Context: an optimization exercise on an open-source flow, tuned for small area. The choices shown serve that exercise and are no tape-out recipe. Function was checked by simulation only, so behaviour that the tests miss may differ from the original. No activity file was given, so power comes from the tool's default toggle rates.

== alpha ==
// jump_target_table
module jump_target_table #(
    parameter int unsigned ADDR_W    = JTT_ADDR_W,
    parameter int unsigned IDX_W     = JTT_IDX_W,
    parameter int unsigned NUM_BANKS = JTT_NUM_BANKS
) (
    input  logic                                 clk_i,
    input  logic                                 rst_ni,
    input  logic [((NUM_BANKS > 1) ? $clog2(NUM_BANKS) : 1)-1:0]     bank_sel,
    input  logic                                 rd_en,
    input  logic [IDX_W-1:0]                     rd_idx,
    input  logic                                 rel_mode,
    input  logic [ADDR_W-1:0]                    pc,
    output logic [ADDR_W-1:0]                    jump,
    output logic                                 jump_valid,
    output logic                                 rd_err,
    output logic                                 wrap,
    input  logic                                 wr_en,
    input  logic [((NUM_BANKS > 1) ? $clog2(NUM_BANKS) : 1)-1:0]     wr_bank,
    input  logic [IDX_W-1:0]                     wr_idx,
    input  logic [ADDR_W-1:0]                    wr_data,
    output logic                                 wr_ready,
    output logic                                 init_done
);
Size in the first run: roughly 6,600 cells after synthesis, about 60,000 µm² of cells after synthesis.
export LEC_CHECK = 0
export CAP_MARGIN = 20
export CORE_MARGIN = 2
export CORE_UTILIZATION = 45
export GPL_TIMING_DRIVEN = 0
export SETUP_SLACK_MARGIN = 0.35
export SLEW_MARGIN = 20
export SYNTH_HIERARCHICAL = 1
create_clock -name core_clock -period 6.0 [get_ports {clk_i}]
standard.sh (not shown) runs the stock make flow with config.mk's settings and CLKGATE_MAP_FILE= SYNTH_SCRIPT=/design/flow/synth_recipe.tcl, a recipe that flattens the netlist after the stock synthesis.
==> flow/flow/run.sh <==
#!/bin/bash
# The standard layout (standard.sh, unchanged synthesis) with: synthesis
# buffers removed at floorplan, plain port buffers, and a lighter clock tree
# (clkbuf_8 leaves of up to 16 flip-flops, no dummy loads).
set -euo pipefail
export REMOVE_ABC_BUFFERS=1
export BUFFER_PORTS_ARGS="-buffer_cell sky130_fd_sc_hd__buf_2"
export CTS_ARGS="-sink_clustering_enable -repair_clock_nets -dont_use_dummy_load -buf_list sky130_fd_sc_hd__clkbuf_8 -sink_clustering_size 16 -sink_clustering_max_diameter 80"
bash standard.sh > standard.log 2>&1
The following lists how beta was set up differently from alpha:
Settings: clearing GPL_TIMING_DRIVEN, which used to be 0; clearing SETUP_SLACK_MARGIN, which used to be 0.35.
==> flow/flow/run.sh <==
#!/bin/bash
# The standard layout (standard.sh, unchanged synthesis), with a lighter
# clock tree (no dummy loads, chosen buffer and clusters) and plain port buffers.
set -euo pipefail
export CTS_ARGS="-sink_clustering_enable -repair_clock_nets -dont_use_dummy_load -buf_list sky130_fd_sc_hd__clkbuf_8 -sink_clustering_size 15 -sink_clustering_max_diameter 45"
export BUFFER_PORTS_ARGS="-buffer_cell sky130_fd_sc_hd__buf_2"
bash standard.sh > standard.log 2>&1
[summary]
- Summary of beta over alpha: total wire length after detailed routing shows an increase of 4.9%, register-to-register slack shows an increase of 0.94 ns, met2 demand-to-capacity share in global routing shows an increase of 3.0 points.
- Diff alpha -> beta | synthesis-to-finish area growth | increase of 2.1 points
- Relative to alpha, the global-route usage of beta is higher by 1.5 points.
- Comparing alpha and beta, the lower utilization after layout was measured on alpha.
- A end point of the critical path of jump_q[9]$_DFFE_PN0P_ is what beta shows, while jump_q[11]$_DFFE_PN0P_ belongs to alpha.
The inputs of gamma differ from those of beta as listed below.
Settings: setting GPL_TIMING_DRIVEN to 0 for the first time; setting SETUP_SLACK_MARGIN to 0.6 for the first time.
==> flow/flow/run.sh <==
#!/bin/bash
# The standard layout (standard.sh, unchanged synthesis) with: synthesis
# buffers removed at floorplan, plain port buffers, and a lighter clock tree
# (clkbuf_8 leaves of up to 16 flip-flops, no dummy loads).
set -euo pipefail
export REMOVE_ABC_BUFFERS=1
export BUFFER_PORTS_ARGS="-buffer_cell sky130_fd_sc_hd__buf_2"
export CTS_ARGS="-sink_clustering_enable -repair_clock_nets -dont_use_dummy_load -buf_list sky130_fd_sc_hd__clkbuf_8 -sink_clustering_size 16 -sink_clustering_max_diameter 80"
bash standard.sh > standard.log 2>&1
Notes after the runs:
gamma ends up with lower total power than beta does. | post-detailed-routing wire length | lower: gamma |. Final cycle utilization of the critical path was lower in gamma than in beta. Looking at cell area after layout across beta and gamma, the one that comes out higher is beta. Compound-gate portion of the synthesized area: beta vs gamma identical.
### gamma -> delta
Settings: swapping 0.6 for 0.35 in SETUP_SLACK_MARGIN.
--- a/flow/flow/run.sh
+++ b/flow/flow/run.sh
@@ -5,5 +5,5 @@
 set -euo pipefail
 export REMOVE_ABC_BUFFERS=1
-export BUFFER_PORTS_ARGS="-buffer_cell sky130_fd_sc_hd__buf_2"
+export BUFFER_PORTS_ARGS="-buffer_cell sky130_fd_sc_hd__buf_1"
 export CTS_ARGS="-sink_clustering_enable -repair_clock_nets -dont_use_dummy_load -buf_list sky130_fd_sc_hd__clkbuf_8 -sink_clustering_size 16 -sink_clustering_max_diameter 80"
 bash standard.sh > standard.log 2>&1
==> summary.txt <==
Looking only at half-perimeter wire length after placement, and setting everything else aside, the higher value of delta and gamma goes to gamma. Clock skew on delta is down relative to gamma. Per the comparison of delta with gamma, total power essentially unchanged, number of failing setup endpoints in the final timing report stayed essentially flat. Changes observed in delta relative to gamma: post-route minimum period rose 0.17 ns; proportion of cell area occupied by registers +0.19 points. delta and gamma ended up with nearly the same wire length. delta against gamma: post-layout instance count excluding filler cells held, switching fraction of total power neither gained nor lost much, number of cells on the worst reg-to-reg path +1. There was hardly any difference in first-pass GRT wire length between delta and gamma.

## static timing again, ports no longer ideal
In the flow no input, the clock included, has a driving cell. The finished layouts below were timed again as built, in two steps. Step 1, drivers: a clkbuf_16 drives clk_i and a buf_2 each remaining input, both assumed. Step 2, shift: input delay + t, output delay - t, t = (earliest + latest rising clock arrival at the registers) / 2. This alone moves slack from input paths to output paths. Three values: no drivers, after step 1, after step 2; two values: the first two.
run | t (ns) | setup WS [ns] | worst hold slack (ns) | worst slew at a driven data input, ns
alpha | 0.914 | 0.294 / 0.265 / -0.649 | 0.354 / 0.452 / 0.452 | 0.18
beta | 0.939 | 0.379 / 0.364 / -0.575 | 0.302 / 0.250 / 0.454 | 0.14
gamma | 0.913 | 0.569 / 0.551 / -0.363 | 0.357 / 0.452 / 0.452 | 0.17
delta | 0.928 | 0.401 / 0.342 / -0.586 | 0.105 / 0.199 / 0.454 | 0.16
With both steps, setup timing fails in every run listed, where it was met with ideal ports. For delta, which loses most, drivers alone change the setup slack by -0.059 ns; drivers and shift together by -0.987 ns.
